What follows belongs to an exercise in optimizing a design on an open flow for small area, a short achievable clock period and few clock cycles per item; a production flow would make more cautious choices. Only simulation tests tie the RTL to the original design; equivalence was not proved. No activity file was given, so power comes from the tool's default toggle rates.

==> flow/design.v <==
`timescale 1ns / 1ps
package bds_pkg;
  localparam int SBR_WIDTH   = 13;
  localparam int MAX_RATIO   = 32;
  localparam int FIRST_RATIO = 4;
  localparam int CLK_W       = 28;
  localparam int BAUD_W      = 23;
  localparam int OSR_W       = 5;
  localparam int RATIO_W     = 6;
  localparam int DIV_W       = 16;
  localparam int QUO_W       = 28;
  localparam int CNT_W       = 5;
  localparam logic [DIV_W-1:0] DIV_SAT = {DIV_W{1'b1}};
  localparam logic [OSR_W-1:0] EDGE_LOW  = OSR_W'(3);
  localparam logic [OSR_W-1:0] EDGE_HIGH = OSR_W'(6);
  typedef struct packed {
    logic [CLK_W-1:0]  clock_hz;
    logic [BAUD_W-1:0] baud_wanted;
  } query_t;
  typedef struct packed {
    logic [OSR_W-1:0]     osr_field;
    logic [SBR_WIDTH-1:0] sbr_divisor;
    logic                 both_edge;
    logic [CLK_W-1:0]     rate_error;
    logic                 divisor_overflow;
  } result_t;
  typedef struct packed {
    logic             start;
    logic [QUO_W-1:0] dividend;
    logic [QUO_W-1:0] divisor;
  } div_req_t;
  typedef struct packed {
    logic             done;
    logic [QUO_W-1:0] quotient;
  } div_rsp_t;
endpackage
`timescale 1ns / 1ps
module bds_divider
(
  input  logic [4:0] osr,      
  input  logic [4:0] rem_in,   
  input  logic [1:0] bits,     
  output logic [4:0] rem_out,
  output logic [1:0] quo
);
  logic [5:0] r1;
  logic [6:0] r2;
  logic [7:0] r3;
  logic [6:0] t;
  logic [7:0] d1, d2, d3;
  assign r1 = {1'b0, osr} + 6'd1;
  assign r2 = {r1, 1'b0};
  assign r3 = {2'b0, r1} + {1'b0, r2};
  assign t  = {rem_in, bits};
  assign d1 = {1'b0, t} - {2'b0, r1};
  assign d2 = {1'b0, t} - {1'b0, r2};
  assign d3 = {1'b0, t} - r3;
  always_comb begin
    if (!d3[7]) begin
      quo     = 2'd3;
      rem_out = d3[4:0];
    end else if (!d2[7]) begin
      quo     = 2'd2;
      rem_out = d2[4:0];
    end else if (!d1[7]) begin
      quo     = 2'd1;
      rem_out = d1[4:0];
    end else begin
      quo     = 2'd0;
      rem_out = t[4:0];
    end
  end
endmodule
`timescale 1ns / 1ps
module baud_divisor_search
(
  input  logic    clk,
  input  logic    rst,
  input  logic    query_valid,
  output logic    query_stall,
  input  bds_pkg::query_t  query,
  output logic    result_valid,
  input  logic    result_stall,
  output bds_pkg::result_t result
);
  localparam logic [3:0] S_IDLE  = 4'd0;
  localparam logic [3:0] S_QDIV  = 4'd1;
  localparam logic [3:0] S_START = 4'd2;
  localparam logic [3:0] S_SEL   = 4'd3;
  localparam logic [3:0] S_CAND  = 4'd4;
  localparam logic [3:0] S_DIV   = 4'd5;
  localparam logic [3:0] S_ESUB  = 4'd6;
  localparam logic [3:0] S_CMP   = 4'd7;
  localparam logic [3:0] S_FIN   = 4'd8;
  localparam logic [3:0] S_FIN2  = 4'd9;
  localparam logic [3:0] S_FIN3  = 4'd10;
  localparam logic [3:0] S_FSCAN = 4'd11;
  localparam logic [3:0] S_ACC   = 4'd12;
  localparam logic [3:0] S_OUT   = 4'd13;
  localparam logic [1:0] K_NORM = 2'd0;   
  localparam logic [1:0] K_BUMP = 2'd1;   
  localparam logic [1:0] K_SAT  = 2'd2;   
  localparam logic [1:0] K_ZERO = 2'd3;   
  logic [3:0]  state;
  logic        qs;
  logic [22:0] rem;
  logic [27:0] quo;
  logic [22:0] dvs;
  logic [4:0]  cnt;
  logic [1:0]  kind;
  logic [4:0]  osr;        
  logic [4:0]  cm;         
  logic        cdf;        
  logic [20:0] qv;         
  logic        qbig;       
  logic [5:0]  sosr;       
  logic [4:0]  mrem;       
  logic [3:0]  grp;        
  logic [1:0]  gbits;      
  logic        dffff;      
  logic        lastv;      
  logic [4:0]  mlast;      
  logic        dlast;      
  logic [5:0]  mmin;       
  logic        pend;       
  logic [22:0] best_err;
  logic [4:0]  best_osr;
  logic [1:0]  best_kind;
  logic [27:0] qc;
  logic [22:0] qb;
  assign qc = query.clock_hz;
  assign qb = query.baud_wanted;
  logic        inv;
  logic        cin;        
  logic [23:0] trial;
  logic [24:0] diff;
  logic        fits;
  logic        skip;
  logic        last;
  logic [22:0] rem_step;
  logic [27:0] quo_step;
  logic [4:0]  cnt_step;
  logic [23:0] eval;
  assign inv   = (kind == K_BUMP) || (kind == K_ZERO);
  always_ff @(posedge clk) begin
    cin <= !(state == S_DIV && last && inv);
  end
  assign trial = {rem, quo[27]};
  assign diff  = {1'b0, trial} + {2'b11, ~dvs} + {24'b0, cin};
  assign fits  = !diff[24];
  assign skip  = (cnt >= 5'd4) && (rem[22:19] == 4'd0) && ({rem[18:0], quo[27:24]} < dvs);
  assign eval  = diff[23:0] ^ {24{inv}};
  always_comb begin
    if (skip) begin
      rem_step = {rem[18:0], quo[27:24]};
      quo_step = {quo[23:0], 4'b0};
      cnt_step = cnt - 5'd4;
      last     = (cnt == 5'd4);
    end else begin
      rem_step = fits ? diff[22:0] : trial[22:0];
      quo_step = {quo[26:0], fits};
      cnt_step = cnt - 5'd1;
      last     = (cnt == 5'd1);
    end
  end
  logic [3:0]  top;        
  logic [21:0] qpad;
  logic [1:0]  gtop;       
  logic [1:0]  gdec;       
  logic [4:0]  m_next;
  logic [1:0]  q2;
  logic        dffff_next;
  assign qpad = {1'b0, qv};
  always_comb begin
    top = 4'd0;
    for (int i = 1; i < 11; i++) begin
      if (|qpad[2*i +: 2]) top = 4'(i);
    end
    gtop = 2'b00;
    gdec = 2'b00;
    for (int i = 0; i < 11; i++) begin
      if (top == 4'(i)) gtop = qpad[2*i +: 2];
      if (grp == 4'(i + 1)) gdec = qpad[2*i +: 2];
    end
  end
  bds_divider u_div (
    .osr     (sosr[4:0]),
    .rem_in  (mrem),
    .bits    (gbits),
    .rem_out (m_next),
    .quo     (q2)
  );
  assign dffff_next = (grp <= 4'd7) ? (dffff & (&q2)) : dffff;
  logic        searching;   
  logic        sfin;        
  logic        srun;        
  logic        snew;        
  logic        sdone;       
  assign searching = (state == S_SEL) || (state == S_CAND) || (state == S_DIV) ||
                     (state == S_ESUB) || (state == S_CMP);
  assign sfin  = (mmin == 6'd0) || sosr[5] || ((qv[20:6] == 15'd0) && (qv[5:0] <= sosr));
  assign srun  = searching && !pend && !sfin;
  assign snew  = lastv && ({1'b0, mlast} < mmin);
  assign sdone = sfin && !lastv && !pend;
  logic [6:0]  xadd;       
  logic [21:0] qsum;
  logic [5:0]  ratio;
  assign ratio = {1'b0, osr} + 6'd1;
  always_ff @(posedge clk) begin
    if (state == S_ESUB)     xadd <= {1'b0, ratio} - {2'b0, cm};
    else if (state == S_FIN) xadd <= {2'b0, best_osr} + 7'd1;
    else                     xadd <= 7'd0 - {2'b0, mlast};
  end
  assign qsum  = {1'b0, qv} + {{15{xadd[6]}}, xadd};
  logic        first;
  logic        lt;
  logic        ez;
  logic        go_bump;
  logic        is_sat;
  logic [4:0]  zosr;       
  logic        has_zero;
  assign first    = (osr == 5'd3) && (kind != K_BUMP);
  assign lt       = diff[24] || first;
  assign ez       = (trial == 24'd0);
  assign go_bump  = (kind == K_NORM) && lt && (osr != 5'd3) && !cdf && !ez;
  assign is_sat   = qbig || (qv[20:16] > osr);
  assign has_zero = (qv[20:5] == 16'd0);
  assign zosr     = (qv[4:0] < 5'd3) ? 5'd3 : qv[4:0];
  logic [3:0]  nxt_state;
  logic [1:0]  nxt_kind;
  logic        nxt_div;     
  always_comb begin
    nxt_state = S_SEL;
    nxt_kind  = K_SAT;
    nxt_div   = 1'b0;
    if (is_sat) begin
      nxt_state = S_DIV;
      nxt_div   = 1'b1;
    end else if (pend) begin
      nxt_state = S_CAND;
    end else if (sdone) begin
      if (has_zero) begin
        nxt_state = S_DIV;
        nxt_kind  = K_ZERO;
        nxt_div   = 1'b1;
      end else begin
        nxt_state = S_FIN;
      end
    end
  end
  always_ff @(posedge clk) begin
    if (rst) begin
      state        <= S_IDLE;
      qs           <= 1'b1;
      result_valid <= 1'b0;
    end else begin
      qs      <= 1'b1;
      case (state)
        S_IDLE: begin
          if (query_valid) state <= S_QDIV;
        end
        S_QDIV: begin
          if (last) state <= S_START;
        end
        S_START: state <= S_SEL;
        S_SEL: begin
          state <= nxt_state;
        end
        S_CAND: state <= S_DIV;
        S_DIV: begin
          if (last) state <= S_ESUB;
        end
        S_ESUB: state <= S_CMP;
        S_CMP: begin
          if ((ez && kind != K_BUMP) || kind == K_ZERO) begin
            state <= S_FIN;
          end else if (go_bump) begin
            state <= S_DIV;
          end else if (kind == K_SAT && osr == 5'd31) begin
            state <= S_FIN;
          end else if (kind != K_SAT && pend) begin
            state <= S_CAND;
          end else begin
            state <= S_SEL;
          end
        end
        S_FIN: begin
          if (best_kind == K_SAT || best_kind == K_ZERO) begin
            state <= S_ACC;
            qs    <= 1'b0;
          end else if (best_kind == K_BUMP) begin
            state <= S_FIN2;
          end else begin
            state <= S_FSCAN;
          end
        end
        S_FIN2:  state <= S_FIN3;
        S_FIN3:  state <= S_FSCAN;
        S_FSCAN: begin
          if (grp == 4'd0) begin
            state <= S_ACC;
            qs    <= 1'b0;
          end
        end
        S_ACC: begin
          state        <= S_OUT;
          result_valid <= 1'b1;
        end
        S_OUT: begin
          if (!result_stall) begin
            state        <= S_IDLE;
            result_valid <= 1'b0;
          end
        end
        default: state <= S_IDLE;
      endcase
    end
  end
  always_ff @(posedge clk) begin
    case (state)
      S_IDLE: begin
        quo <= qc;
        rem <= '0;
        dvs <= qb;
        cnt <= 5'd28;
        osr <= 5'd3;
      end
      S_QDIV: begin
        rem <= rem_step;
        quo <= quo_step;
        cnt <= cnt_step;
        if (last) begin
          qv   <= quo_step[20:0];
          qbig <= |quo_step[27:21];
        end
      end
      S_SEL: begin
        quo  <= qc;
        rem  <= '0;
        cnt  <= 5'd28;
        kind <= nxt_kind;
        if (nxt_kind == K_ZERO) begin
          osr <= zosr;
          dvs <= {17'b0, {1'b0, zosr} + 6'd1};
        end else begin
          dvs <= {2'b0, osr, 11'h7FF, ~osr};
        end
      end
      S_CAND: begin
        osr  <= sosr[4:0] - 5'd1;
        cm   <= mlast;
        cdf  <= dlast;
        dvs  <= {1'b0, qsum};
        quo  <= qc;
        rem  <= '0;
        cnt  <= 5'd28;
        kind <= K_NORM;
      end
      S_DIV: begin
        cnt <= cnt_step;
        if (last) begin
          dvs     <= qb;
          rem     <= quo_step[23:1];
          quo[27] <= quo_step[0];
        end else begin
          rem <= rem_step;
          quo <= quo_step;
        end
      end
      S_ESUB: begin
        dvs     <= best_err;
        rem     <= eval[23:1];
        quo[27] <= eval[0];
      end
      S_CMP: begin
        if (lt || (ez && kind != K_BUMP)) begin
          best_err  <= trial[22:0];
          best_kind <= kind;
          if (kind != K_BUMP) best_osr <= osr;
        end
        dvs  <= {1'b0, qsum};
        quo  <= qc;
        rem  <= '0;
        cnt  <= 5'd28;
        kind <= K_BUMP;
        if (kind == K_SAT) osr <= osr + 5'd1;
      end
      S_FIN: begin
        osr <= best_osr;
        cm  <= '0;
        quo <= '0;
        if (best_kind == K_SAT)  quo <= 28'd65535;
        if (best_kind == K_ZERO) quo <= 28'd1;
      end
      S_FIN2: begin
        qv <= qsum[20:0];
      end
      S_FSCAN: begin
        quo <= {quo[25:0], q2};
      end
      default: begin
      end
    endcase
  end
  always_ff @(posedge clk) begin
    if (state == S_START) begin
      sosr  <= qbig ? 6'd32 : ((qv[20:16] < 5'd3) ? 6'd3 : {1'b0, qv[20:16]});
      mrem  <= '0;
      grp   <= top;
      gbits <= gtop;
      dffff <= (top >= 4'd7);
      lastv <= 1'b0;
      mmin  <= 6'd32;
      pend  <= 1'b0;
    end else if (state == S_FIN || state == S_FIN3) begin
      sosr  <= {1'b0, best_osr};
      mrem  <= '0;
      grp   <= top;
      gbits <= gtop;
      lastv <= 1'b0;
      pend  <= 1'b0;
    end else if (state == S_FSCAN) begin
      mrem  <= m_next;
      grp   <= grp - 4'd1;
      gbits <= gdec;
    end else if (searching) begin
      if (state == S_CAND) pend <= 1'b0;
      if (snew) begin
        pend <= 1'b1;
        mmin <= {1'b0, mlast};
      end
      lastv <= 1'b0;
      if (srun) begin
        if (grp == 4'd0) begin
          lastv <= 1'b1;
          mlast <= m_next;
          dlast <= dffff_next;
          sosr  <= sosr + 6'd1;
          mrem  <= '0;
          grp   <= top;
          gbits <= gtop;
          dffff <= (top >= 4'd7);
        end else begin
          mrem  <= m_next;
          grp   <= grp - 4'd1;
          gbits <= gdec;
          dffff <= dffff_next;
        end
      end
    end
  end
  assign query_stall = qs;
  always_comb begin
    result.osr_field        = best_osr;
    result.sbr_divisor      = quo[bds_pkg::SBR_WIDTH-1:0];
    result.both_edge        = (best_osr >= bds_pkg::EDGE_LOW) && (best_osr <= bds_pkg::EDGE_HIGH);
    result.rate_error       = {5'b0, best_err};
    result.divisor_overflow = |quo[15:bds_pkg::SBR_WIDTH];
  end
endmodule
`timescale 1ns / 1ps
module bds_top
(
  input  logic        clk,
  input  logic        rst,
  input  logic        query_valid,
  output logic        query_stall,
  input  logic [27:0] query_clock_hz,
  input  logic [22:0] query_baud_wanted,
  output logic        result_valid,
  input  logic        result_stall,
  output logic [4:0]  result_osr_field,
  output logic [12:0] result_sbr_divisor,
  output logic        result_both_edge,
  output logic [27:0] result_rate_error,
  output logic        result_divisor_overflow
);
  bds_pkg::query_t  query;
  bds_pkg::result_t result;
  assign query.clock_hz    = query_clock_hz;
  assign query.baud_wanted = query_baud_wanted;
  baud_divisor_search u_search (
    .clk          (clk),
    .rst          (rst),
    .query_valid  (query_valid),
    .query_stall  (query_stall),
    .query        (query),
    .result_valid (result_valid),
    .result_stall (result_stall),
    .result       (result)
  );
  assign result_osr_field        = result.osr_field;
  assign result_sbr_divisor      = result.sbr_divisor;
  assign result_both_edge        = result.both_edge;
  assign result_rate_error       = result.rate_error;
  assign result_divisor_overflow = result.divisor_overflow;
endmodule
==> flow/run.sh <==
#!/bin/bash
# synth_recipe.tcl (not shown) runs the flow's synth.tcl, then flattens the netlist and writes it again
# the make line also repeats each setting of config.mk as NAME=value (left out here)
make -C /OpenROAD-flow-scripts/flow DESIGN_CONFIG=/design/flow/config.mk WORK_HOME=/design/flow/orfs CLKGATE_MAP_FILE= SYNTH_SCRIPT=/design/flow/synth_recipe.tcl finish
==> flow/config.mk <==
export PLATFORM = sky130hd
export DESIGN_NAME = bds_top
export DESIGN_NICKNAME = bds_top
export VERILOG_FILES = /design/flow/design.v
export SDC_FILE = /design/flow/constraint.sdc
export NUM_CORES = 4
export LEC_CHECK = 0
export CAP_MARGIN = 20
export CORE_MARGIN = 2
export CORE_UTILIZATION = 40
export SLEW_MARGIN = 20
==> flow/constraint.sdc <==
create_clock -name core_clock -period 8.0 [get_ports {clk}]
set_input_delay 1.6000 -clock core_clock [delete_from_list [all_inputs] [get_ports {clk}]]
set_output_delay 1.6000 -clock core_clock [all_outputs]
set_load 0.01 [all_outputs]
==> results.tsv, run 1 <==
stage	metric	value	unit
detailed_routing	DR iter-0 viols	1645	
logic_synthesis	Post-synth top flop	edfxtp_1	
global_routing	vias in the first global route	12800	
timing	Fin Hold WS	415	ps
timing	minimum clock period	4290	ps
placed_design	DP Worst Slack	3770	ps
global_routing	largest net degree at the start of global routing	46	
placed_design	GP Congestion	0.952	
logic_synthesis	synth top area cells	edfxtp_1 32%, ha_1 10%, a21oi_1 3.9%, o21ai_0 3.7%, dfxtp_1 3.6%	
layout	share of cells above drive strength 1	5.22	%
detailed_routing	via count	13700	
logic_synthesis	Mean Syn Cell Area	9.22	um^2
global_routing	All-Layer GR Usage	26.4	%
worst_setup_path	RR Startpoint	u_search.sosr[0]$_DFFE_PP_	
logic_synthesis	leading area contributor after synthesis	edfxtp_1	
timing	Tightest Pin Transition	894	ps
logic_synthesis	post-synthesis cell count	1644	
layout	Final Net Count	1884	
worst_setup_path	CP Launch Type	register	
placed_design	port buffer count	99	
timing	unrepaired setup endpoints after global routing	no	
timing	max frequency	233	MHz
global_routing	initial antenna violation count	2	
worst_setup_path	R2R cell count	12	
worst_setup_path	Crit Path Max Fanout	10	
hold_path	Hold Path Sink	u_search.cdf$_DFFE_PP_	
hold_path	worst min-delay path class	register to register	
clock_network	CTS tree	yes	
floorplan	FP Rows	71	
job	max-cap violations	0	
timing	Setup Skew	20.3	ps
detailed_routing	per-cell routed wire length	23.4	um
clock_network	CTS Buffer Depth	2	
detailed_routing	Via density	6.16	
clock_network	post-CTS sizing	0	
floorplan	Initial Utilization	40.5	%
power_and_ir_drop	Power Density	396	nW/um^2
timing	max_slew headroom	40.0	%
logic_synthesis	sequential element share of the synthesized area	35.8	%
clock_network	Worst-path clk slew	80	ps
layout	final core occ	45.8	%
worst_setup_path	worst path required time	8350	ps
floorplan	DIE HEIGHT	199	um
timing	Total Negative Setup Slacks	0	ps
clock_network	Max H-tree Level	4	
power_and_ir_drop	Peak supply drop	0.264	mV
logic_synthesis	Yosys top cell area share	32.3	%
floorplan	Die Wd	199	um
worst_setup_path	CP endpoint kind	register	
worst_setup_path	CP bufs+invs	2	
power_and_ir_drop	Leak Pwr	6.74	nW
global_routing	GR Overflow Total	0	
placed_design	DPL Wire Length	39900	um
logic_synthesis	Post-synth top cells	163 x edfxtp_1, 136 x nand2_1, 126 x ha_1	
global_routing	first-pass GRT wire length	78100	um
worst_setup_path	WP data arrival	4640	ps
clock_network	post-CTS setup buffer count	0	
timing	final setup fails	0	
worst_setup_path	FF-to-FF setup slack	3710	ps
worst_setup_path	crit-path leading delay family	compound AO/OA/AOI/OAI gates	
worst_setup_path	critical path cell sequence	inv_1, ha_1, inv_1, fa_1, ha_1, a21o_1, a2111oi_0, o21bai_1, xor2_1, a21oi_1, mux2i_1, a32o_1	
timing	final worst setup slack	3710	ps
layout	fillcell total	3685	
logic_synthesis	count leader, synth	edfxtp_1	
hold_path	Hold Startpoint	u_search.dlast$_DFFE_PP_	
power_and_ir_drop	Overall Power	6.79	mW
logic_synthesis	ys async rst share	0	%
logic_synthesis	YS warnings	2	
clock_network	clk latency of the worst-skew pair	470	ps
timing	ratio of final minimum period to clock period	53.6	%
logic_synthesis	Post-Syn Area	15200	um^2
logic_synthesis	post-synthesis register bit count	190	
worst_setup_path	CP max stage delay	700	ps
clock_network	hold-fix buffers at CTS	0	
run_status	status	timing/DRC/antenna clean	
floorplan	core footprint	37500	um^2
detailed_routing	final wirelength	51900	um
logic_synthesis	count of cell types in the netlist	80	
clock_network	CTS Buf Count	17	
floorplan	I/O pin total	105	
layout	Synth-to-Final Area Change	13.1	%
worst_setup_path	FF-to-FF End	u_search.mrem[0]$_SDFFE_PN0P_	
worst_setup_path	WS Path Type	register to register	
clock_network	sinks on the clock net	190	
detailed_routing	Detail Route Antenna Nets	0	
logic_synthesis	count of flip-flops with a built-in enable after synthesis	163	
layout	Multi-input gate area	8960	um^2
layout	Sequential Area	5440	um^2
worst_setup_path	Critical-path top delay cell	xor2_1	
clock_network	root buffer cell	clkbuf_16	
hold_path	hold path depth	0	
detailed_routing	DRC Markers	0	
detailed_routing	router iterations before antenna repair	6	
timing	Final Hold Viols	0	
timing	max-slew violations	0	
floorplan	die area	39500	um^2
## worst max path at each step
| stage | startpoint | to | depth (start not counted) |
|---|---|---|---|
| floorplan | u_search.quo[27]$_DFFE_PP_ | u_search.best_osr[0]$_DFFE_PP_ | 13 |
| global placement | u_search.sosr[0]$_DFFE_PP_ | u_search.mrem[0]$_SDFFE_PN0P_ | 11 |
| detailed placement | u_search.sosr[0]$_DFFE_PP_ | u_search.mrem[0]$_SDFFE_PN0P_ | 12 |
| CTS | u_search.sosr[0]$_DFFE_PP_ | u_search.mrem[0]$_SDFFE_PN0P_ | 12 |
| global route | u_search.sosr[0]$_DFFE_PP_ | u_search.mrem[3]$_SDFFE_PN0P_ | 11 |
| finish | u_search.sosr[0]$_DFFE_PP_ | u_search.mrem[0]$_SDFFE_PN0P_ | 12 |
## sequential cells by signal (all words and copies together) (netlist names), 2 cells and up
name and cells:
u_search.xadd 7, u_search.gbits 2, u_search.kind 2, u_search.quo 28
u_search.osr 5, u_search.cm 5, u_search.state 4, u_search.sosr 6
u_search.mmin 6, u_search.mrem 5, u_search.best_osr 5, u_search.grp 4
u_search.best_err 23, u_search.cnt 5, u_search.rem 23, u_search.dvs 23
u_search.best_kind 2, u_search.mlast 5, u_search.qv 21
## through the flow
step / cell area (um^2) / instances
after floorplan: 15200 / 1648
after global placement: 16500 / 2183
after detailed placement: 16600 / 2183
after CTS: 17200 / 2215
after global routing: 17200 / 2215
final: 17200 / 2216
## layer usage
metal,part of all wire (%),wire length (um),vias to the layer above,global-route usage (%)
li1,-,-,6253,-
met1,44,23000,6649,37.4
met2,44,23100,672,40.6
met3,8.6,4480,83,5.21
met4,2.5,1280,0,7.99
met5,0,0,-,0
## power by group
part	leakage, nW	internal, mW	total, mW	switching, mW
Clock	0.288	0.447	0.890	0.443
Combinational	4.61	1.55	3.99	2.44
Sequential	1.84	1.55	1.92	0.365
Total	6.74	3.55	6.79	3.25
## final cells by class
| class | count | area share [%] |
|---|---|---|
| diodes | 1 | 0.0146 |
| repair buffers | 117 | 6.56 |
| clock inverters | 15 | 1.02 |
| clock buffers | 17 | 2.48 |
| well taps | 511 | 3.73 |
| multi-input cells | 1262 | 52.3 |
| inverters | 103 | 2.25 |
| flip-flops and latches | 190 | 31.7 |
## worst reg2reg max path, cell delays in order (launching register included)
cell       delay [ps]
edfxtp_1          510
inv_1             240
ha_1              300
inv_1             260
fa_1              480
ha_1              340
a21o_1            190
a2111oi_0         440
o21bai_1          150
xor2_1            700
a21oi_1           170
mux2i_1           180
a32o_1            220
## cell families (layout without fill, tap and decap cells)
group                      count (synthesis)  after routing  share of synthesized area [%]
and+or+nand+nor                          459            459                           14.6
buffers and inverters                    196            252                           5.45
adders and majority gates                138            138                           12.0
AOI/OAI and AO/OA                        505            505                           22.4
xor gates and xnor gates                  96             96                           5.73
DFF                                      190            190                           35.8
other                                      1              6                         0.0247
muxes                                     59             59                           4.03
## cell usage in the layout (no fill, tap or decap), types with 13 or more instances in the layout
cell type,count
mux2i_1,52
nor2b_1,15
nor2_1,109
dfxtp_1,27
a21o_1,31
inv_1,102
nand2b_1,21
or3_1,15
xor2_1,33
clkdlybuf4s50_1,99
buf_4,18
and3_1,17
a211o_1,13
a221oi_1,24
nor3_1,34
nor4_1,19
ha_1,126
a21oi_1,117
nand2_1,136
o21ai_0,112
a22oi_1,16
clkbuf_16,17
xnor2_1,61
o221ai_1,27
nand3_1,32
o211ai_1,16
a211oi_1,21
edfxtp_1,163
a31oi_1,18
Testbench counts, summed over its fixed seeds: cycles 24,454, queries 256.
==> inputs of run 2 (changes only) <==
--- a/flow/design.v
+++ b/flow/design.v
@@ -38,5 +38,7 @@
 module bds_divider
 (
-  input  logic [4:0] osr,      
+  input  logic [7:0] nr1,      
+  input  logic [7:0] nr2,      
+  input  logic [7:0] nr3,      
   input  logic [4:0] rem_in,   
   input  logic [1:0] bits,     
@@ -44,24 +46,18 @@
   output logic [1:0] quo
 );
-  logic [5:0] r1;
-  logic [6:0] r2;
-  logic [7:0] r3;
   logic [6:0] t;
-  logic [7:0] d1, d2, d3;
-  assign r1 = {1'b0, osr} + 6'd1;
-  assign r2 = {r1, 1'b0};
-  assign r3 = {2'b0, r1} + {1'b0, r2};
+  logic [8:0] d1, d2, d3;
   assign t  = {rem_in, bits};
-  assign d1 = {1'b0, t} - {2'b0, r1};
-  assign d2 = {1'b0, t} - {1'b0, r2};
-  assign d3 = {1'b0, t} - r3;
+  assign d1 = {2'b0, t} + {1'b0, nr1};
+  assign d2 = {2'b0, t} + {1'b0, nr2};
+  assign d3 = {2'b0, t} + {1'b0, nr3};
   always_comb begin
-    if (!d3[7]) begin
+    if (d3[8]) begin
       quo     = 2'd3;
       rem_out = d3[4:0];
-    end else if (!d2[7]) begin
+    end else if (d2[8]) begin
       quo     = 2'd2;
       rem_out = d2[4:0];
-    end else if (!d1[7]) begin
+    end else if (d1[8]) begin
       quo     = 2'd1;
       rem_out = d1[4:0];
@@ -116,6 +112,6 @@
   logic [5:0]  sosr;       
   logic [4:0]  mrem;       
-  logic [3:0]  grp;        
-  logic [1:0]  gbits;      
+  logic [2:0]  grp;        
+  logic [3:0]  gbits;      
   logic        dffff;      
   logic        lastv;      
@@ -164,32 +160,54 @@
     end
   end
-  logic [3:0]  top;        
-  logic [21:0] qpad;
-  logic [1:0]  gtop;       
-  logic [1:0]  gdec;       
+  logic [2:0]  top;        
+  logic [23:0] qpad;
+  logic [3:0]  gtop;       
+  logic [3:0]  gdec;       
+  logic [4:0]  m_mid;
   logic [4:0]  m_next;
-  logic [1:0]  q2;
+  logic [3:0]  q4;
   logic        dffff_next;
-  assign qpad = {1'b0, qv};
+  assign qpad = {3'b0, qv};
   always_comb begin
-    top = 4'd0;
-    for (int i = 1; i < 11; i++) begin
-      if (|qpad[2*i +: 2]) top = 4'(i);
+    top = 3'd0;
+    for (int i = 1; i < 6; i++) begin
+      if (|qpad[4*i +: 4]) top = 3'(i);
     end
-    gtop = 2'b00;
-    gdec = 2'b00;
-    for (int i = 0; i < 11; i++) begin
-      if (top == 4'(i)) gtop = qpad[2*i +: 2];
-      if (grp == 4'(i + 1)) gdec = qpad[2*i +: 2];
+    gtop = 4'b0;
+    gdec = 4'b0;
+    for (int i = 0; i < 6; i++) begin
+      if (top == 3'(i)) gtop = qpad[4*i +: 4];
+      if (grp == 3'(i + 1)) gdec = qpad[4*i +: 4];
     end
   end
-  bds_divider u_div (
-    .osr     (sosr[4:0]),
+  logic [7:0]  nr1, nr2, nr3;
+  logic [5:0]  sosr_d;     
+  logic        sosr_we;
+  logic [5:0]  sr_next;    
+  assign sr_next = sosr_d + 6'd1;
+  assign nr1 = ~{3'b0, sosr[4:0]};
+  assign nr2 = {nr1[6:0], 1'b0};
+  always_ff @(posedge clk) begin
+    if (sosr_we) nr3 <= 8'd0 - ({2'b0, sr_next} + {1'b0, sr_next, 1'b0});
+  end
+  bds_divider u_div_hi (
+    .nr1     (nr1),
+    .nr2     (nr2),
+    .nr3     (nr3),
     .rem_in  (mrem),
-    .bits    (gbits),
+    .bits    (gbits[3:2]),
+    .rem_out (m_mid),
+    .quo     (q4[3:2])
+  );
+  bds_divider u_div_lo (
+    .nr1     (nr1),
+    .nr2     (nr2),
+    .nr3     (nr3),
+    .rem_in  (m_mid),
+    .bits    (gbits[1:0]),
     .rem_out (m_next),
-    .quo     (q2)
+    .quo     (q4[1:0])
   );
-  assign dffff_next = (grp <= 4'd7) ? (dffff & (&q2)) : dffff;
+  assign dffff_next = (grp <= 3'd3) ? (dffff & (&q4)) : dffff;
   logic        searching;   
   logic        sfin;        
@@ -200,7 +218,9 @@
                      (state == S_ESUB) || (state == S_CMP);
   assign sfin  = (mmin == 6'd0) || sosr[5] || ((qv[20:6] == 15'd0) && (qv[5:0] <= sosr));
-  assign srun  = searching && !pend && !sfin;
+  assign srun  = searching && !pend && !sfin && !snew;
   assign snew  = lastv && ({1'b0, mlast} < mmin);
   assign sdone = sfin && !lastv && !pend;
+  logic        r4_norm;
+  assign r4_norm = !qbig && (qv[20:18] == 3'd0) && (qv[17:2] != 16'd0);
   logic [6:0]  xadd;       
   logic [21:0] qsum;
@@ -298,5 +318,5 @@
         S_FIN3:  state <= S_FSCAN;
         S_FSCAN: begin
-          if (grp == 4'd0) begin
+          if (grp == 3'd0) begin
             state <= S_ACC;
             qs    <= 1'b0;
@@ -397,5 +417,5 @@
       end
       S_FSCAN: begin
-        quo <= {quo[25:0], q2};
+        quo <= {quo[23:0], q4};
       end
       default: begin
@@ -403,16 +423,36 @@
     endcase
   end
+  always_comb begin
+    sosr_we = 1'b1;
+    if (state == S_START) begin
+      if (r4_norm)   sosr_d = 6'd4;
+      else if (qbig) sosr_d = 6'd32;
+      else           sosr_d = (qv[20:16] < 5'd3) ? 6'd3 : {1'b0, qv[20:16]};
+    end else if (state == S_FIN || state == S_FIN3) begin
+      sosr_d = {1'b0, best_osr};
+    end else begin
+      sosr_d  = sosr + 6'd1;
+      sosr_we = searching && srun && (grp == 3'd0);
+    end
+  end
+  always_ff @(posedge clk) begin
+    if (sosr_we) sosr <= sosr_d;
+  end
   always_ff @(posedge clk) begin
     if (state == S_START) begin
-      sosr  <= qbig ? 6'd32 : ((qv[20:16] < 5'd3) ? 6'd3 : {1'b0, qv[20:16]});
       mrem  <= '0;
       grp   <= top;
       gbits <= gtop;
-      dffff <= (top >= 4'd7);
-      lastv <= 1'b0;
+      dffff <= (top >= 3'd3);
       mmin  <= 6'd32;
       pend  <= 1'b0;
+      if (r4_norm) begin
+        lastv <= 1'b1;
+        mlast <= {3'b0, qv[1:0]};
+        dlast <= (qv[17:2] == 16'hFFFF);
+      end else begin
+        lastv <= 1'b0;
+      end
     end else if (state == S_FIN || state == S_FIN3) begin
-      sosr  <= {1'b0, best_osr};
       mrem  <= '0;
       grp   <= top;
@@ -422,5 +462,5 @@
     end else if (state == S_FSCAN) begin
       mrem  <= m_next;
-      grp   <= grp - 4'd1;
+      grp   <= grp - 3'd1;
       gbits <= gdec;
     end else if (searching) begin
@@ -432,16 +472,15 @@
       lastv <= 1'b0;
       if (srun) begin
-        if (grp == 4'd0) begin
+        if (grp == 3'd0) begin
           lastv <= 1'b1;
           mlast <= m_next;
           dlast <= dffff_next;
-          sosr  <= sosr + 6'd1;
           mrem  <= '0;
           grp   <= top;
           gbits <= gtop;
-          dffff <= (top >= 4'd7);
+          dffff <= (top >= 3'd3);
         end else begin
           mrem  <= m_next;
-          grp   <= grp - 4'd1;
+          grp   <= grp - 3'd1;
           gbits <= gdec;
           dffff <= dffff_next;
--- a/flow/config.mk
+++ b/flow/config.mk
@@ -8,4 +8,5 @@
 export CAP_MARGIN = 20
 export CORE_MARGIN = 2
-export CORE_UTILIZATION = 40
+export CORE_UTILIZATION = 65
+export SETUP_SLACK_MARGIN = 4.2
 export SLEW_MARGIN = 20
==> results.tsv, run 2 <==
stage	metric	value	unit	change
run_status	status	timing/DRC/antenna clean		
placed_design	dpl cell area	17200	um^2	+3.7%
power_and_ir_drop	clock share of power	9.1	%	-4.0 points
worst_setup_path	critical path cell sequence	inv_2, buf_6, ha_4, a211oi_2, o21bai_1, a211o_1, nor2_2, mux2i_1, o21ai_2, ha_1, a21o_1, a21oi_2, o21bai_1, a221oi_2, o31a_1, o31ai_4, mux2i_1, a21oi_1, mux2_2		
worst_setup_path	WP data arrival	4380	ps	-260 ps
timing	minimum clock period	4180	ps	-112 ps
layout	Sequential Area	5730	um^2	+5.5%
floorplan	DIE HEIGHT	160	um	-19%
clock_network	CTS Buf Count	17		unchanged
job	max-cap violations	0		unchanged
logic_synthesis	Mean Syn Cell Area	9.36	um^2	+1.4%
logic_synthesis	Post-synth top cells	173 x edfxtp_1, 152 x ha_1, 148 x nor2_1		
layout	Multi-input gate area	10300	um^2	+14%
logic_synthesis	post-synthesis cell count	1698		+3.3%
timing	Fin Hold WS	516	ps	+100 ps
clock_network	hold-fix buffers at CTS	0		unchanged
floorplan	FP Rows	57		-20%
floorplan	Die Wd	160	um	-19%
hold_path	worst min-delay path class	register to register		
worst_setup_path	Setup crit end	u_search.mlast[0]$_DFFE_PP_		
global_routing	GR Overflow Total	0		unchanged
layout	Finished Cell Area	19400	um^2	+13%
global_routing	M3 GR Usage	7.23	%	+2.0 points
worst_setup_path	FF-to-FF setup slack	3820	ps	+110 ps
clock_network	Worst-path clk slew	80	ps	about the same
detailed_routing	DRC Markers	0		unchanged
power_and_ir_drop	Sequential Power Share	21.6	%	-6.6 points
logic_synthesis	synth top area cells	edfxtp_1 33%, ha_1 12%, xnor2_1 4.2%, a21oi_1 4.1%, nor2_1 3.5%		
worst_setup_path	CP Launch Type	register		
power_and_ir_drop	Power Density	508	nW/um^2	+28%
detailed_routing	DR iter-0 viols	2090		+27%
worst_setup_path	FF-to-FF End	u_search.mlast[0]$_DFFE_PP_		
clock_network	clk latency of the worst-skew pair	450	ps	-20 ps
global_routing	vias in the first global route	14300		+12%
clock_network	CTS Buffer Depth	2		unchanged
clock_network	sinks on the clock net	199		+4.7%
worst_setup_path	CP bufs+invs	2		unchanged
clock_network	root buffer cell	clkbuf_16		
floorplan	die area	25700	um^2	-35%
floorplan	core footprint	24200	um^2	-36%
detailed_routing	per-cell routed wire length	25.6	um	+9.2%
logic_synthesis	Post-synth top flop	edfxtp_1		
clock_network	CTS tree	yes		
worst_setup_path	Crit Path Max Fanout	4		-6
timing	final setup fails	0		unchanged
placed_design	DPL Wire Length	38500	um	-3.5%
worst_setup_path	crit path from	u_search.sosr[0]$_DFFE_PP_		
worst_setup_path	worst path required time	8200	ps	-150 ps
placed_design	GP Congestion	0.956		+0.48%
worst_setup_path	WS Path Type	register to register		
global_routing	met1 Use GR	56.0	%	+19 points
logic_synthesis	count of cell types in the netlist	79		-1.3%
layout	Final Net Count	2081		+10%
worst_setup_path	Critical-path top delay cell	edfxtp_1		
logic_synthesis	sequential element share of the synthesized area	36.0	%	+0.14 points
global_routing	initial antenna violation count	3		+1
layout	share of cells above drive strength 1	16.7	%	+12 points
timing	max frequency	239	MHz	+2.7%
worst_setup_path	crit-path leading delay family	compound AO/OA/AOI/OAI gates		
floorplan	Initial Utilization	65.7	%	+25 points
timing	Tightest Pin Transition	1100	ps	+204 ps
logic_synthesis	count of flip-flops with a built-in enable after synthesis	173		+6.1%
timing	final worst setup slack	3820	ps	+112 ps
detailed_routing	via count	15400		+13%
layout	Synth-to-Final Area Change	22.0	%	
power_and_ir_drop	Cell Int Power	5.05	mW	+42%
logic_synthesis	ys async rst share	0	%	unchanged
power_and_ir_drop	switching pwr	4.80	mW	+48%
logic_synthesis	YS warnings	2		unchanged
timing	Setup Skew	17.2	ps	-3.10 ps
logic_synthesis	post-synthesis register bit count	199		+4.7%
power_and_ir_drop	Peak supply drop	0.381	mV	+44%
detailed_routing	Via density	7.02		+14%
clock_network	Max H-tree Level	4		unchanged
power_and_ir_drop	sw frac	48.7	%	+0.95 points
layout	commonest cells after routing, fill and taps aside	173 x edfxtp_1, 141 x nor2_1, 138 x ha_1		
worst_setup_path	R2R cell count	19		+7
timing	max-slew violations	0		unchanged
detailed_routing	Detail Route Antenna Nets	0		unchanged
timing	Total Negative Setup Slacks	0	ps	unchanged
global_routing	first-pass GRT wire length	82600	um	+5.7%
logic_synthesis	Yosys top cell area share	32.7	%	+0.42 points
power_and_ir_drop	Leak Pwr	7.66	nW	+14%
global_routing	routing usage on met2	65.2	%	+25 points
timing	max_slew headroom	26.7	%	-13 points
detailed_routing	router iterations before antenna repair	8		+2
detailed_routing	final wirelength	56300	um	+8.4%
logic_synthesis	count leader, synth	edfxtp_1		
layout	fillcell total	1525		-59%
worst_setup_path	CP endpoint kind	register		
timing	ratio of final minimum period to clock period	52.2	%	-1.4 points
layout	leading cell type in the layout, fill and taps excluded	edfxtp_1		
layout	max reg flops	28		unchanged
worst_setup_path	CP max stage delay	390	ps	-310 ps
floorplan	I/O pin total	105		unchanged
logic_synthesis	Post-Syn Area	15900	um^2	+4.8%
placed_design	DP Worst Slack	3310	ps	-462 ps
layout	Largest Register	u_search.quo		
global_routing	most used routing layer	met2		
timing	unrepaired setup endpoints after global routing	yes		
global_routing	largest net degree at the start of global routing	51		+11%
worst_setup_path	RR Startpoint	u_search.sosr[0]$_DFFE_PP_		
power_and_ir_drop	combinational power share	69.4	%	+11 points
worst_setup_path	cell count along the critical path	19		+7
timing	Final Hold Viols	0		unchanged
placed_design	port buffer count	99		unchanged
global_routing	All-Layer GR Usage	42.1	%	+16 points
logic_synthesis	leading area contributor after synthesis	edfxtp_1		
run 2: cell types whose count changed after synthesis, sizes merged, moves of 8 or more:
cell	previous run	this run
and3	17	7
nand2	136	121
o31ai	9	17
ha	126	152
a211o	13	21
o22ai	5	14
o21ai	120	107
nor2	112	149
nand3	32	40
a22oi	16	27
edfxtp	163	173
xnor2	61	76
a21oi	119	130
run 2: cell type report:
class | count | share of cell area (%)
clock buffer | 17 | 2.19
inverter | 101 | 2.00
clock inverter | 14 | 0.833
tap | 324 | 2.09
antenna | 1 | 0.0129
sequential | 199 | 29.6
timing repair buffer | 223 | 10.4
multi-input combinational | 1321 | 52.9
run 2: repair_timing:
action | CTS | global route
pin swaps | 40 | 39
endpoints found under the setup margin | 143 | 51
resized for setup | 103 | 68
cloned | 2 | 0
setup buffers | 67 | 40
run 2: worst reg2reg max path, cell delays in order, from the launching register on:
cell,delay (ps)
edfxtp_1,390
inv_2,80
buf_6,130
ha_4,170
a211oi_2,240
o21bai_1,130
a211o_1,300
nor2_2,160
mux2i_1,240
o21ai_2,90
ha_1,310
a21o_1,190
a21oi_2,180
o21bai_1,110
a221oi_2,260
o31a_1,270
o31ai_4,110
mux2i_1,190
a21oi_1,110
mux2_2,270
run 2: per-layer routing:
metal	part of all wire, %	routed length (um)	up-vias
li1	-	-	6741
met2	45	25100	1192
met4	7.2	4050	2
met1	36	20100	7228
met3	12	6940	280
met5	0.023	13	-
run 2: kinds of logic after synthesis:
kind of cell,count (synthesis),synth area share (%)
AOI/OAI and AO/OA,528,22.4
and+or+nand+nor,454,13.6
DFF,199,36.0
buffers and inverters,184,4.82
adders and majority gates,163,13.4
xor gates and xnor gates,108,5.95
muxes,61,3.89
other,1,0.0236
run 2: how the worst min path moves through the flow:
stage	from	to	slack, ps	depth (start not counted)
3_3_place_gp	u_search.mmin[4]$_SDFFE_PP0P_	u_search.mmin[4]$_SDFFE_PP0P_	480	2
4_1_cts	u_search.mmin[4]$_SDFFE_PP0P_	u_search.mmin[4]$_SDFFE_PP0P_	510	2
3_5_place_dp	u_search.dlast$_DFFE_PP_	u_search.cdf$_DFFE_PP_	470	0
5_1_grt	u_search.dlast$_DFFE_PP_	u_search.cdf$_DFFE_PP_	510	0
2_1_floorplan	u_search.dlast$_DFFE_PP_	u_search.cdf$_DFFE_PP_	400	0
6_report	u_search.result_valid$_SDFFE_PP0P_	u_search.result_valid$_SDFFE_PP0P_	520	2
run 2: through the flow:
stage	utilization (%)	total power, mW	cells
2_1_floorplan	-	5.72	1702
3_3_place_gp	71.0	7.05	2059
3_5_place_dp	71.0	7.15	2059
4_1_cts	77.4	8.92	2159
5_1_grt	80.2	10.3	2199
6_report	80.2	9.84	2200
run 2: power by group through the flow:
stage / registers, mW / logic [mW] / clock network [mW]
2_1_floorplan: 1.90 / 3.82 / 0
3_3_place_gp: 2.09 / 4.96 / 0
3_5_place_dp: 2.09 / 5.06 / 0
4_1_cts: 2.08 / 5.95 / 0.887
5_1_grt: 2.14 / 7.25 / 0.927
6_report: 2.12 / 6.83 / 0.891
Testbench counts of run 2, summed over its fixed seeds: cycles 20,821, queries 256.
==> inputs of run 3 (changes only) <==
--- a/flow/config.mk
+++ b/flow/config.mk
@@ -8,5 +8,4 @@
 export CAP_MARGIN = 20
 export CORE_MARGIN = 2
-export CORE_UTILIZATION = 65
-export SETUP_SLACK_MARGIN = 4.2
+export CORE_UTILIZATION = 40
 export SLEW_MARGIN = 20
==> results.tsv, run 3 <==
stage	metric	value	unit	change
hold_path	worst min-delay path class	register to register		
floorplan	DIE HEIGHT	203	um	+27%
logic_synthesis	post-synthesis register bit count	199		unchanged
logic_synthesis	post-synthesis cell count	1698		unchanged
logic_synthesis	count leader, synth	edfxtp_1		
floorplan	I/O pin total	105		unchanged
layout	Sequential Area	5720	um^2	-0.28%
logic_synthesis	count of cell types in the netlist	79		unchanged
detailed_routing	Via density	6.10		-13%
clock_network	CTS Buffer Depth	2		unchanged
worst_setup_path	CP bufs+invs	1		-1
layout	Largest Register	u_search.quo		
logic_synthesis	Post-synth top flop	edfxtp_1		
timing	ratio of final minimum period to clock period	71.3	%	+19 points
layout	fin cells	2294		+4.3%
floorplan	core footprint	39500	um^2	+63%
logic_synthesis	Post-synth top cells	173 x edfxtp_1, 152 x ha_1, 148 x nor2_1		
layout	commonest cells after routing, fill and taps aside	173 x edfxtp_1, 152 x ha_1, 146 x nor2_1		
run_status	status	timing/DRC/antenna clean		
worst_setup_path	CP endpoint kind	register		
logic_synthesis	Post-Syn Area	15900	um^2	unchanged
timing	max frequency	175	MHz	-27%
worst_setup_path	Crit Path Max Fanout	12		+8
clock_network	root buffer cell	clkbuf_16		
layout	max reg flops	28		unchanged
layout	Synth-to-Final Area Change	12.9	%	
clock_network	post-CTS sizing	0		-100%
timing	Total Negative Setup Slacks	0	ps	unchanged
detailed_routing	Detail Route Antenna Nets	0		unchanged
layout	share of cells above drive strength 1	4.97	%	-12 points
layout	Diodes inserted	0		-1
global_routing	met1 Use GR	36.0	%	-20 points
global_routing	All-Layer GR Usage	26.2	%	-16 points
global_routing	GR Overflow Total	0		unchanged
clock_network	hold-fix buffers at CTS	0		unchanged
power_and_ir_drop	Leak Pwr	7.07	nW	-7.7%
layout	fillcell total	3850		+150%
timing	final worst setup slack	2290	ps	-1530 ps
placed_design	dpl cell area	17400	um^2	+1.3%
detailed_routing	final wirelength	54600	um	-2.9%
placed_design	GP Congestion	0.913		-4.5%
detailed_routing	DRC Markers	0		unchanged
timing	max-slew violations	0		unchanged
detailed_routing	router iterations before antenna repair	5		-3
layout	Finished Cell Area	17900	um^2	-7.5%
global_routing	routing usage on met2	41.4	%	-24 points
worst_setup_path	R2R cell count	17		-2
layout	Multi-input gate area	9480	um^2	-7.6%
global_routing	vias in the first global route	13400		-6.1%
worst_setup_path	worst path required time	8190	ps	about the same
layout	final core occ	45.5	%	-35 points
worst_setup_path	Critical-path top delay cell	o21ai_1		
placed_design	placed insts	2263		+9.9%
floorplan	Die Wd	203	um	+27%
clock_network	post-CTS setup buffer count	0		-100%
worst_setup_path	WS Path Type	register to register		
global_routing	largest net degree at the start of global routing	65		+27%
placed_design	port buffer count	99		unchanged
layout	Final Net Count	1975		-5.1%
worst_setup_path	CP max stage delay	630	ps	+240 ps
global_routing	most used routing layer	met2		
clock_network	Worst-path clk slew	70	ps	about the same
floorplan	FP Rows	73		+28%
logic_synthesis	Mean Syn Cell Area	9.36	um^2	unchanged
worst_setup_path	WP data arrival	5900	ps	+1520 ps
clock_network	Max H-tree Level	4		unchanged
logic_synthesis	count of flip-flops with a built-in enable after synthesis	173		unchanged
clock_network	sinks on the clock net	199		unchanged
floorplan	die area	41300	um^2	+61%
timing	Tightest Pin Transition	1100	ps	+2.64 ps
timing	unrepaired setup endpoints after global routing	no		
placed_design	DP Worst Slack	2360	ps	-954 ps
placed_design	DPL Wire Length	41600	um	+8.1%
global_routing	initial antenna violation count	0		-3
logic_synthesis	synth top area cells	edfxtp_1 33%, ha_1 12%, xnor2_1 4.2%, a21oi_1 4.1%, nor2_1 3.5%		
global_routing	M3 GR Usage	4.28	%	-2.9 points
detailed_routing	DR iter-0 viols	1305		-38%
clock_network	CTS Buf Count	17		unchanged
worst_setup_path	CP Launch Type	register		
logic_synthesis	ys async rst share	0	%	unchanged
worst_setup_path	critical path cell sequence	inv_1, ha_1, a211oi_1, o21bai_1, a211o_1, nor2_1, mux2i_1, o21ai_0, ha_1, nor2b_1, o21ai_0, a21boi_0, o211a_1, o21ai_1, nand2_1, a221oi_1, a21oi_1		
job	max-cap violations	0		unchanged
detailed_routing	per-cell routed wire length	23.8	um	-6.9%
logic_synthesis	Yosys top cell area share	32.7	%	unchanged
layout	leading cell type in the layout, fill and taps excluded	edfxtp_1		
power_and_ir_drop	Power Density	453	nW/um^2	-11%
logic_synthesis	YS warnings	2		unchanged
clock_network	clk latency of the worst-skew pair	470	ps	+20 ps
timing	max_slew headroom	26.5	%	-0.18 points
timing	final setup fails	0		unchanged
detailed_routing	via count	14000		-9.4%
timing	Final Hold Viols	0		unchanged
clock_network	CTS tree	yes		
timing	minimum clock period	5710	ps	+1530 ps
timing	Setup Skew	15.9	ps	-1.31 ps
power_and_ir_drop	Peak supply drop	0.211	mV	-45%
logic_synthesis	sequential element share of the synthesized area	36.0	%	unchanged
logic_synthesis	leading area contributor after synthesis	edfxtp_1		
floorplan	Initial Utilization	40.3	%	-25 points
worst_setup_path	cell count along the critical path	17		-2
global_routing	first-pass GRT wire length	82200	um	-0.53%
worst_setup_path	crit-path leading delay family	compound AO/OA/AOI/OAI gates		
hold_path	hold path depth	2		unchanged
-- run 3: cells by family after synthesis --
logic type / Yosys count / share of synthesized area (%)
fa+ha+maj: 163 / 13.4
flops: 199 / 36.0
simple gates: 454 / 13.6
compound gates: 528 / 22.4
other cells: 1 / 0.0236
buf+inv: 184 / 4.82
mux: 61 / 3.89
xor+xnor: 108 / 5.95
-- run 3: layout make-up --
| class | count | share of cell area, % |
|---|---|---|
| Clock inverter | 13 | 0.739 |
| Inverter | 101 | 2.11 |
| Multi-Input combinational cell | 1319 | 52.9 |
| Tap cell | 525 | 3.66 |
| Timing Repair Buffer | 119 | 6.36 |
| Sequential cell | 199 | 31.9 |
| Clock buffer | 18 | 2.39 |
-- run 3: path summary, 6_finish.rpt --
path,from,endpoint,slack [ps]
max,u_search.sosr[1]$_DFFE_PP_,u_search.quo[1]$_DFFE_PP_,2290
min,u_search.result_valid$_SDFFE_PP0P_,u_search.result_valid$_SDFFE_PP0P_,500
max reg2reg,u_search.sosr[1]$_DFFE_PP_,u_search.quo[1]$_DFFE_PP_,2290
min reg2reg,u_search.result_valid$_SDFFE_PP0P_,u_search.result_valid$_SDFFE_PP0P_,500
-- run 3: per-layer routing --
layer  wire (um)  vias to the layer above
met5           0                        -
met1       23500                     6792
met2       25200                      616
met3        4100                       80
li1            -                     6501
met4        1800                        0
-- run 3: through the flow --
| stage | power, mW | hold slack (ps) |
|---|---|---|
| finish | 8.13 | 497 |
| global route | 8.71 | 494 |
| CTS | 8.08 | 485 |
| detailed placement | 7.17 | 439 |
| global placement | 7.13 | 471 |
| floorplan | 5.65 | 400 |
-- run 3: power by group --
part	internal [mW]	switching, mW	leakage, nW	total [mW]
clock	0.458	0.423	0.273	0.881
sequential	1.69	0.411	1.91	2.10
combinational	2.01	3.14	4.88	5.15
total	4.16	3.97	7.07	8.13
-- run 3: tightest hold or removal path: stages, from the launching register on --
cell	delay, ps
dfxtp_1	330
o31ai_1	70
a21oi_1	60
==> inputs of run 4 (changes only) <==
--- a/flow/design.v
+++ b/flow/design.v
@@ -112,6 +112,6 @@
   logic [5:0]  sosr;       
   logic [4:0]  mrem;       
-  logic [2:0]  grp;        
-  logic [3:0]  gbits;      
+  logic [3:0]  grp;        
+  logic [1:0]  gbits;      
   logic        dffff;      
   logic        lastv;      
@@ -160,23 +160,22 @@
     end
   end
-  logic [2:0]  top;        
-  logic [23:0] qpad;
-  logic [3:0]  gtop;       
-  logic [3:0]  gdec;       
-  logic [4:0]  m_mid;
+  logic [3:0]  top;        
+  logic [21:0] qpad;
+  logic [1:0]  gtop;       
+  logic [1:0]  gdec;       
   logic [4:0]  m_next;
-  logic [3:0]  q4;
+  logic [1:0]  q2;
   logic        dffff_next;
-  assign qpad = {3'b0, qv};
+  assign qpad = {1'b0, qv};
   always_comb begin
-    top = 3'd0;
-    for (int i = 1; i < 6; i++) begin
-      if (|qpad[4*i +: 4]) top = 3'(i);
+    top = 4'd0;
+    for (int i = 1; i < 11; i++) begin
+      if (|qpad[2*i +: 2]) top = 4'(i);
     end
-    gtop = 4'b0;
-    gdec = 4'b0;
-    for (int i = 0; i < 6; i++) begin
-      if (top == 3'(i)) gtop = qpad[4*i +: 4];
-      if (grp == 3'(i + 1)) gdec = qpad[4*i +: 4];
+    gtop = 2'b0;
+    gdec = 2'b0;
+    for (int i = 0; i < 11; i++) begin
+      if (top == 4'(i)) gtop = qpad[2*i +: 2];
+      if (grp == 4'(i + 1)) gdec = qpad[2*i +: 2];
     end
   end
@@ -191,23 +190,22 @@
     if (sosr_we) nr3 <= 8'd0 - ({2'b0, sr_next} + {1'b0, sr_next, 1'b0});
   end
-  bds_divider u_div_hi (
+  bds_divider u_div (
     .nr1     (nr1),
     .nr2     (nr2),
     .nr3     (nr3),
     .rem_in  (mrem),
-    .bits    (gbits[3:2]),
-    .rem_out (m_mid),
-    .quo     (q4[3:2])
-  );
-  bds_divider u_div_lo (
-    .nr1     (nr1),
-    .nr2     (nr2),
-    .nr3     (nr3),
-    .rem_in  (m_mid),
-    .bits    (gbits[1:0]),
+    .bits    (gbits),
     .rem_out (m_next),
-    .quo     (q4[1:0])
+    .quo     (q2)
   );
-  assign dffff_next = (grp <= 3'd3) ? (dffff & (&q4)) : dffff;
+  assign dffff_next = (grp <= 4'd7) ? (dffff & (&q2)) : dffff;
+  logic        sdh;        
+  logic        dhi_next;
+  logic        dlo2;       
+  logic [1:0]  dlo4;       
+  logic        dlh;        
+  logic [4:0]  dll;        
+  logic        clos;       
+  assign dhi_next = sdh | ((grp >= 4'd3) ? (|q2) : (grp == 4'd2) ? q2[1] : 1'b0);
   logic        searching;   
   logic        sfin;        
@@ -243,5 +241,5 @@
   assign lt       = diff[24] || first;
   assign ez       = (trial == 24'd0);
-  assign go_bump  = (kind == K_NORM) && lt && (osr != 5'd3) && !cdf && !ez;
+  assign go_bump  = (kind == K_NORM) && lt && (osr != 5'd3) && !cdf && !ez && !clos;
   assign is_sat   = qbig || (qv[20:16] > osr);
   assign has_zero = (qv[20:5] == 16'd0);
@@ -318,5 +316,5 @@
         S_FIN3:  state <= S_FSCAN;
         S_FSCAN: begin
-          if (grp == 3'd0) begin
+          if (grp == 4'd0) begin
             state <= S_ACC;
             qs    <= 1'b0;
@@ -371,4 +369,5 @@
         cm   <= mlast;
         cdf  <= dlast;
+        clos <= ({mlast, 1'b0} + 6'd3 <= sosr) && (dlh || (dll > mlast));
         dvs  <= {1'b0, qsum};
         quo  <= qc;
@@ -417,5 +416,5 @@
       end
       S_FSCAN: begin
-        quo <= {quo[23:0], q4};
+        quo <= {quo[25:0], q2};
       end
       default: begin
@@ -433,5 +432,5 @@
     end else begin
       sosr_d  = sosr + 6'd1;
-      sosr_we = searching && srun && (grp == 3'd0);
+      sosr_we = searching && srun && (grp == 4'd0);
     end
   end
@@ -444,5 +443,8 @@
       grp   <= top;
       gbits <= gtop;
-      dffff <= (top >= 3'd3);
+      dffff <= (top >= 4'd7);
+      sdh   <= 1'b0;
+      dlo2  <= 1'b0;
+      dlo4  <= 2'b0;
       mmin  <= 6'd32;
       pend  <= 1'b0;
@@ -451,4 +453,6 @@
         mlast <= {3'b0, qv[1:0]};
         dlast <= (qv[17:2] == 16'hFFFF);
+        dlh   <= |qv[20:7];
+        dll   <= qv[6:2];
       end else begin
         lastv <= 1'b0;
@@ -462,5 +466,5 @@
     end else if (state == S_FSCAN) begin
       mrem  <= m_next;
-      grp   <= grp - 3'd1;
+      grp   <= grp - 4'd1;
       gbits <= gdec;
     end else if (searching) begin
@@ -472,17 +476,25 @@
       lastv <= 1'b0;
       if (srun) begin
-        if (grp == 3'd0) begin
+        if (grp == 4'd0) begin
           lastv <= 1'b1;
           mlast <= m_next;
           dlast <= dffff_next;
+          dlh   <= dhi_next;
+          dll   <= {dlo2, dlo4, q2};
+          sdh   <= 1'b0;
+          dlo2  <= 1'b0;
+          dlo4  <= 2'b0;
           mrem  <= '0;
           grp   <= top;
           gbits <= gtop;
-          dffff <= (top >= 3'd3);
+          dffff <= (top >= 4'd7);
         end else begin
           mrem  <= m_next;
-          grp   <= grp - 3'd1;
+          grp   <= grp - 4'd1;
           gbits <= gdec;
           dffff <= dffff_next;
+          sdh   <= dhi_next;
+          if (grp == 4'd1) dlo4 <= q2;
+          if (grp == 4'd2) dlo2 <= q2[0];
         end
       end
--- a/flow/config.mk
+++ b/flow/config.mk
@@ -8,4 +8,5 @@
 export CAP_MARGIN = 20
 export CORE_MARGIN = 2
-export CORE_UTILIZATION = 40
+export CORE_UTILIZATION = 50
+export SETUP_SLACK_MARGIN = 4.8
 export SLEW_MARGIN = 20
==> results.tsv, run 4 <==
stage	metric	value	unit	change
worst_setup_path	crit-path leading delay family	simple AND/OR/NAND/NOR gates		
logic_synthesis	mux cell area share after synthesis	4.74	%	+0.85 points
layout	fin cells	2456		+7.1%
timing	Fin Hold WS	429	ps	-67.9 ps
worst_setup_path	R2R cell count	14		-3
clock_network	CTS Buffer Depth	3		+1
power_and_ir_drop	Peak supply drop	0.297	mV	+41%
hold_path	Hold Path Sink	u_search.cdf$_DFFE_PP_		
detailed_routing	per-cell routed wire length	25.8	um	+8.4%
global_routing	first-pass GRT wire length	90700	um	+10%
timing	final setup fails	0		unchanged
layout	Largest Register	u_search.quo		
layout	Final Net Count	2202		+11%
clock_network	Worst-path clk slew	60	ps	about the same
detailed_routing	Detail Route Antenna Nets	0		unchanged
layout	Finished Cell Area	21400	um^2	+20%
worst_setup_path	CP Launch Type	register		
global_routing	vias in the first global route	14500		+8.0%
power_and_ir_drop	clock share of power	13.4	%	+2.6 points
timing	max-slew violations	0		unchanged
run_status	status	timing/DRC/antenna clean		
layout	fillcell total	2610		-32%
logic_synthesis	main combinational cell family by area after synthesis	compound AO/OA/AOI/OAI gates		
logic_synthesis	Compound-Gate Fraction of Synth Area	20.9	%	-1.5 points
detailed_routing	DR iter-0 viols	1886		+45%
floorplan	Die Wd	185	um	-8.9%
logic_synthesis	adder-cell share of the synthesized area	11.9	%	-1.4 points
placed_design	DP Worst Slack	3160	ps	+809 ps
power_and_ir_drop	Sequential Power Share	23.7	%	-2.2 points
worst_setup_path	Critical-path top delay cell	or4_4		
detailed_routing	DRC Markers	0		unchanged
power_and_ir_drop	Power Density	375	nW/um^2	-17%
power_and_ir_drop	switching pwr	3.58	mW	-9.9%
placed_design	placed insts	2229		-1.5%
floorplan	FP Rows	66		-9.6%
logic_synthesis	synth top area cells	edfxtp_1 33%, ha_1 11%, xnor2_1 4.0%, mux2i_1 4.0%, a21oi_1 3.9%		
timing	Tightest Pin Transition	958	ps	-143 ps
logic_synthesis	post-synthesis cell count	1763		+3.8%
logic_synthesis	Yosys top cell area share	32.7	%	about the same
global_routing	largest net degree at the start of global routing	48		-26%
detailed_routing	final wirelength	63400	um	+16%
placed_design	GP Congestion	0.948		+3.8%
worst_setup_path	CP endpoint kind	register		
job	max-cap violations	0		unchanged
logic_synthesis	post-synthesis register bit count	209		+5.0%
floorplan	I/O pin total	105		unchanged
timing	Setup Skew	11.5	ps	-4.39 ps
global_routing	GR Overflow Total	0		unchanged
worst_setup_path	FF-to-FF setup slack	3930	ps	+1630 ps
worst_setup_path	FF-to-FF End	u_search.nr3[7]$_DFFE_PP_		
logic_synthesis	count of flip-flops with a built-in enable after synthesis	179		+3.5%
hold_path	Hold Startpoint	u_search.dlast$_DFFE_PP_		
timing	max frequency	246	MHz	+40%
floorplan	core footprint	32500	um^2	-18%
clock_network	clk latency of the worst-skew pair	550	ps	+80 ps
hold_path	worst min-delay path class	register to register		
global_routing	All-Layer GR Usage	35.6	%	+9.5 points
placed_design	port buffer count	99		unchanged
power_and_ir_drop	combinational power share	62.9	%	-0.4 points
layout	Synth-to-Final Area Change	30.5	%	
floorplan	Initial Utilization	50.6	%	+10 points
detailed_routing	via count	15800		+13%
worst_setup_path	critical path cell sequence	or4_4, nor2_4, a41oi_4, a211o_2, a21oi_4, ha_4, xor2_4, inv_2, ha_4, ha_4, or4b_4, a41o_1, and3b_1, mux2i_1		
power_and_ir_drop	Cell Int Power	4.46	mW	+7.2%
floorplan	die area	34300	um^2	-17%
logic_synthesis	count leader, synth	edfxtp_1		
detailed_routing	Via density	6.42		+5.3%
worst_setup_path	CP max stage delay	590	ps	-40 ps
logic_synthesis	Synth Area in Simple Gates	14.8	%	+1.2 points
detailed_routing	router iterations before antenna repair	6		+1
worst_setup_path	Critical Path Most Common Cell	ha_4		
power_and_ir_drop	Overall Power	8.04	mW	-1.1%
logic_synthesis	Post-synth top cells	179 x edfxtp_1, 158 x nor2_1, 144 x ha_1		
worst_setup_path	worst path required time	8280	ps	+90 ps
logic_synthesis	Post-synth top flop	edfxtp_1		
logic_synthesis	count of cell types in the netlist	90		+14%
worst_setup_path	RR Startpoint	u_search.qv[12]$_DFFE_PP_		
timing	Total Negative Setup Slacks	0	ps	unchanged
power_and_ir_drop	Leak Pwr	8.43	nW	+19%
logic_synthesis	YS warnings	2		unchanged
clock_network	CTS tree	yes		
timing	final worst setup slack	3930	ps	+1630 ps
layout	share of cells above drive strength 1	22.5	%	+18 points
clock_network	sinks on the clock net	209		+5.0%
clock_network	CTS Buf Count	26		+9
logic_synthesis	Synth Area in XOR/XNOR	5.76	%	-0.19 points
worst_setup_path	WP data arrival	4350	ps	-1550 ps
clock_network	Max H-tree Level	1		-3
layout	final core occ	66.1	%	+21 points
layout	max reg flops	28		unchanged
clock_network	hold-fix buffers at CTS	0		unchanged
layout	leading cell type in the layout, fill and taps excluded	edfxtp_1		
worst_setup_path	CP bufs+invs	1		unchanged
global_routing	initial antenna violation count	2		+2
logic_synthesis	ys async rst share	0	%	unchanged
logic_synthesis	Post-Syn Area	16400	um^2	+3.4%
hold_path	hold path depth	0		-2
timing	ratio of final minimum period to clock period	50.9	%	-20 points
placed_design	DPL Wire Length	42900	um	+3.0%
timing	minimum clock period	4070	ps	-1630 ps
timing	max_slew headroom	36.0	%	+9.4 points
logic_synthesis	sequential element share of the synthesized area	36.4	%	+0.39 points
worst_setup_path	crit path from	u_search.qv[12]$_DFFE_PP_		
power_and_ir_drop	sw frac	44.5	%	-4.3 points
floorplan	DIE HEIGHT	185	um	-8.9%
placed_design	dpl cell area	17800	um^2	+2.5%
timing	Final Hold Viols	0		unchanged
layout	commonest cells after routing, fill and taps aside	179 x edfxtp_1, 149 x nor2_1, 143 x buf_4		
clock_network	root buffer cell	clkbuf_16		
worst_setup_path	Crit Path Max Fanout	5		-7
logic_synthesis	leading area contributor after synthesis	edfxtp_1		
worst_setup_path	WS Path Type	register to register		
logic_synthesis	Mean Syn Cell Area	9.32	um^2	-0.39%
timing	unrepaired setup endpoints after global routing	yes		
run 4: worst max path at each step:
stage / to / slack, ps / cells past startpoint
4_1_cts: u_search.nr3[7]$_DFFE_PP_ / 3940 / 14
3_3_place_gp: u_search.nr3[7]$_DFFE_PP_ / 3300 / 14
3_5_place_dp: u_search.nr3[7]$_DFFE_PP_ / 3160 / 14
5_1_grt: u_search.nr3[7]$_DFFE_PP_ / 3780 / 16
6_report: u_search.nr3[7]$_DFFE_PP_ / 3930 / 14
2_1_floorplan: u_search.nr3[7]$_DFFE_PP_ / 4070 / 14
run 4: logic make-up after synthesis:
kind of cell	Yosys count
other	1
adder cells (fa/ha/maj)	152
flip-flops	209
AND/OR/NAND/NOR	506
AO/OA/AOI/OAI	511
multiplexers	75
XOR/XNOR	105
buffers and inverters	204
run 4: power by group through the flow:
stage | Sequential, mW | Combinational [mW] | Clock, mW
floorplan | 1.78 | 2.57 | 0
global placement | 1.91 | 3.49 | 0
detailed placement | 1.91 | 3.53 | 0
CTS | 1.90 | 4.33 | 1.09
global route | 1.92 | 5.35 | 1.12
finish | 1.90 | 5.05 | 1.08
run 4: repair_timing:
item | CTS | global route
buffers inserted | 108 | 59
pin swaps | 47 | 61
endpoints found under the setup margin | 268 | 249
gates cloned | 9 | 4
endpoints found under the hold margin | 0 | 0
gates resized for setup | 169 | 135
run 4: layout make-up:
type / count / area (um^2) / area share [%]
multi-input cells: 1363 / 11000 / 51.1
flip-flops and latches: 209 / 5980 / 27.9
inverters: 107 / 407 / 1.90
repair buffers: 288 / 2780 / 13.0
diodes: 1 / 2.50 / 0.0117
clock buffers: 31 / 669 / 3.12
clock inverters: 15 / 82.6 / 0.385
well taps: 442 / 553 / 2.58
run 4: layer usage:
layer | vias to the layer above | track usage, % | wire (um)
met5 | - | 0 | 18
met4 | 2 | 19.5 | 4150
li1 | 7087 | - | -
met1 | 7570 | 45.9 | 24800
met2 | 917 | 56.7 | 28500
met3 | 202 | 6.55 | 5950
run 4: worst reg2reg max path, stage by stage, from the launching register on:
cell and delay, ps:
edfxtp_1 420, or4_4 590, nor2_4 160, a41oi_4 160, a211o_2 340, a21oi_4 240, ha_4 220, xor2_4 150
inv_2 70, ha_4 220, ha_4 270, or4b_4 460, a41o_1 210, and3b_1 170, mux2i_1 120
Testbench counts of run 4, summed over its fixed seeds: cycles 20,735, queries 256.

## re-timing with driven ports
The results above use ideal ports. As a check the final layouts listed here were re-extracted and re-timed, cells and wires unchanged.
Step 1, drivers: a clkbuf_16 drives clk and a buf_2 each remaining input, both assumed.
Step 2 times the ports against the registers' clock, not the clock port: input delays grow and output delays shrink by t, the midpoint of the rising clock arrivals with the driver on.
Three values: no drivers, after step 1, after step 2; two values: the first two.
run | shift t [ns] | slack for setup (ns) | worst setup path after step 2 | clock arrival spread, ns
run 1 | 0.512 | 3.712 / 3.712 / 3.712 | register to register | 0.020 / 0.021
run 2 | 0.499 | 3.824 / 3.824 / 3.824 | register to register | 0.017 / 0.017
run 3 | 0.515 | 2.292 / 2.292 / 2.292 | register to register | 0.016 / 0.016
run 4 | 0.599 | 3.927 / 3.927 / 3.927 | register to register | 0.012 / 0.012
After both steps setup and hold are still met in every run listed.
